From an optimization exercise on the open Yosys and OpenROAD flow, aimed at small area, a short achievable clock period and few clock cycles per item; shortcuts taken in it are not production practice.
Function was checked by simulation only, so behaviour that the tests miss may differ from the original.
Power is estimated from default activity; no workload was simulated.

Design command_frame_receiver, start of the top module:
module command_frame_receiver #(
   parameter int MAX_PAYLOAD = 64
) (
   input  logic                       clock,
   input  logic                       reset,
   input  logic                       req_valid,
   output logic                       req_ready,
   input  logic [cfr_pkg::BYTE_W-1:0] req_rx_byte,
   output logic                       rsp_valid,
   input  logic                       rsp_ready,
   output logic [cfr_pkg::BYTE_W-1:0] rsp_frame_command,
   output logic [cfr_pkg::LEN_W-1:0]  rsp_frame_length,
   output logic [cfr_pkg::BYTE_W-1:0] rsp_payload_byte,
   output logic                       rsp_byte_valid,
   output logic                       rsp_last,
   output logic [cfr_pkg::SUM_W-1:0]  rsp_received_sum,
   output logic [cfr_pkg::SUM_W-1:0]  rsp_computed_sum,
   output logic                       rsp_sum_match,
   input  logic                       csr_we,
   input  logic [cfr_pkg::CSR_W-1:0]  csr_index,
   input  logic [cfr_pkg::BYTE_W-1:0] csr_wdata
);
clock: 4.0 ns
lec_check: 0
abc_clock_period_in_ps: 2000
cap_margin: 20
core_margin: 2
core_utilization: 40
cts_buf_list: sky130_fd_sc_hd__clkbuf_16
cts_cluster_diameter: 60
cts_cluster_size: 30
setup_slack_margin: 2.0
slew_margin: 20
run.sh (not shown) runs the stock make flow with config.mk's settings and CLKGATE_MAP_FILE= SYNTH_SCRIPT=/design/flow/synth_recipe.tcl, a recipe that flattens the netlist after the stock synthesis.
Testbench counts at the start, summed over its fixed seeds: cycles 15,046, beats 10,307.
==> next run, changes <==
--- a/flow/config.mk
+++ b/flow/config.mk
@@ -7,6 +7,5 @@
 export LEC_CHECK = 0
-export ABC_CLOCK_PERIOD_IN_PS = 2000
 export CAP_MARGIN = 20
 export CORE_MARGIN = 2
-export CORE_UTILIZATION = 40
+export CORE_UTILIZATION = 65
 export CTS_BUF_LIST = sky130_fd_sc_hd__clkbuf_16
@@ -14,3 +13,4 @@
 export CTS_CLUSTER_SIZE = 30
-export SETUP_SLACK_MARGIN = 2.0
+export PLACE_DENSITY = 0.75
+export SETUP_SLACK_MARGIN = 1.6
 export SLEW_MARGIN = 20
What happened: The changed run finished clean; utilization rises by 25 points; via count falls slightly; wire length falls by roughly a tenth; critical path depth falls by 1; synthesized area does not change; die area falls by well over a third; total power falls by a little under a tenth.
==> next run, changes <==
--- a/flow/config.mk
+++ b/flow/config.mk
@@ -12,5 +12,5 @@
 export CTS_CLUSTER_DIAMETER = 60
-export CTS_CLUSTER_SIZE = 30
+export CTS_CLUSTER_SIZE = 34
 export PLACE_DENSITY = 0.75
-export SETUP_SLACK_MARGIN = 1.6
+export SETUP_SLACK_MARGIN = 2.2
 export SLEW_MARGIN = 20
Effect:
- The changed run passed the timing, design-rule and antenna checks
- maximum frequency rose by about 17%
- first-iteration DRC count rose by about 60%
- power rose by about 3.4%
==> next run, changes <==
--- a/flow/config.mk
+++ b/flow/config.mk
@@ -12,5 +12,5 @@
 export CTS_CLUSTER_DIAMETER = 60
-export CTS_CLUSTER_SIZE = 34
+export CTS_CLUSTER_SIZE = 30
 export PLACE_DENSITY = 0.75
-export SETUP_SLACK_MARGIN = 2.2
+export SETUP_SLACK_MARGIN = 1.85
 export SLEW_MARGIN = 20
Outcome: Flip-flop and latch count does not change. Global-route usage went down by 3.8 points. Total power hardly moves.


Another version of the RTL of command_frame_receiver (not shown whole).
Size in the first run: about 1800 cells after synthesis, roughly 84 I/O pins, roughly 31000 sq um of cells after synthesis.
// command_frame_receiver
module command_frame_receiver #(
   parameter int MAX_PAYLOAD = 64
) (
   input  logic                       clock,
   input  logic                       reset,
   input  logic                       req_valid,
   output logic                       req_ready,
   input  logic [cfr_pkg::BYTE_W-1:0] req_rx_byte,
   output logic                       rsp_valid,
   input  logic                       rsp_ready,
   output logic [cfr_pkg::BYTE_W-1:0] rsp_frame_command,
   output logic [cfr_pkg::LEN_W-1:0]  rsp_frame_length,
   output logic [cfr_pkg::BYTE_W-1:0] rsp_payload_byte,
   output logic                       rsp_byte_valid,
   output logic                       rsp_last,
   output logic [cfr_pkg::SUM_W-1:0]  rsp_received_sum,
   output logic [cfr_pkg::SUM_W-1:0]  rsp_computed_sum,
   output logic                       rsp_sum_match,
   input  logic                       csr_we,
   input  logic [cfr_pkg::CSR_W-1:0]  csr_index,
   input  logic [cfr_pkg::BYTE_W-1:0] csr_wdata
);
==> flow/config.mk <==
export PLATFORM = sky130hd
export DESIGN_NAME = command_frame_receiver
export DESIGN_NICKNAME = command_frame_receiver
export VERILOG_FILES = /design/flow/design.v
export SDC_FILE = /design/flow/constraint.sdc
export NUM_CORES = 4
export LEC_CHECK = 0
export ABC_CLOCK_PERIOD_IN_PS = 2000
export CAP_MARGIN = 20
export CORE_MARGIN = 2
export CORE_UTILIZATION = 40
export SETUP_SLACK_MARGIN = 2.0
export SLEW_MARGIN = 20
==> flow/constraint.sdc <==
create_clock -name core_clock -period 4.0 [get_ports {clock}]
set_input_delay 0.8000 -clock core_clock [delete_from_list [all_inputs] [get_ports {clock}]]
set_output_delay 0.8000 -clock core_clock [all_outputs]
set_load 0.01 [all_outputs]
The baseline finished with timing, DRC and antenna clean.
Testbench counts at the start, summed over its fixed seeds: cycles 15,046, beats 10,307.
Change:
ABC_CLOCK_PERIOD_IN_PS = default   (was 2000)
SETUP_SLACK_MARGIN = default   (was 2.0)
Final area came out lower by 8.6%.
Cell count shrinks by 3.5%.
Fmax goes down by 26%.
Sequential share of layout area is higher by 5.2 points.
Worst setup slack loses 810 ps.
First-iteration DRC count rose by 4.4%.
Count of clock-buffer cells in the layout fell by 9.
Worst hold slack hardly moves.
Routed wire length decreases by 3.0%.

what the ideal ports hide:
In the flow no input, the clock included, has a driving cell. The finished layouts below were timed again as built, in two steps. Step 1 assumes that a clkbuf_16 drives the clock port and a buf_2 every other input. Step 2, shift: input delay + t, output delay - t, t = (earliest + latest rising clock arrival at the registers) / 2. This alone moves slack from input paths to output paths. Slacks: ideal ports / drivers / drivers and shift; pairs: ideal ports / drivers.
| run | t (ns) | setup slack, ns | worst setup path after step 2 | latest minus earliest clock arrival (ns) | worst slew at a driven data input, ns |
|---|---|---|---|---|---|
| the first run of note 1 | 0.715 | 1.936 / 1.890 / 1.285 | input to register | 0.047 / 0.048 | 0.16 |
| the second run of note 1 | 0.667 | 1.597 / 1.591 / 1.018 | input to register | 0.026 / 0.027 | 0.16 |
| the third run of note 1 | 0.681 | 1.943 / 1.928 / 1.274 | input to register | 0.044 / 0.043 | 0.26 |
| the fourth run of note 1 | 0.681 | 1.890 / 1.832 / 1.236 | input to register | 0.032 / 0.032 | 0.12 |
| the first run of note 2 | 0.691 | 1.717 / 1.717 / 1.098 | input to register | 0.024 / 0.024 | 0.15 |
| the second run of note 2 | 0.693 | 0.907 / 0.907 / 0.667 | input to register | 0.026 / 0.026 | 0.18 |
After both steps setup and hold are still met in every run listed. The setup slack of the third run of note 1, which loses most, moves by -0.015 ns with the drivers and by -0.669 ns with both steps.
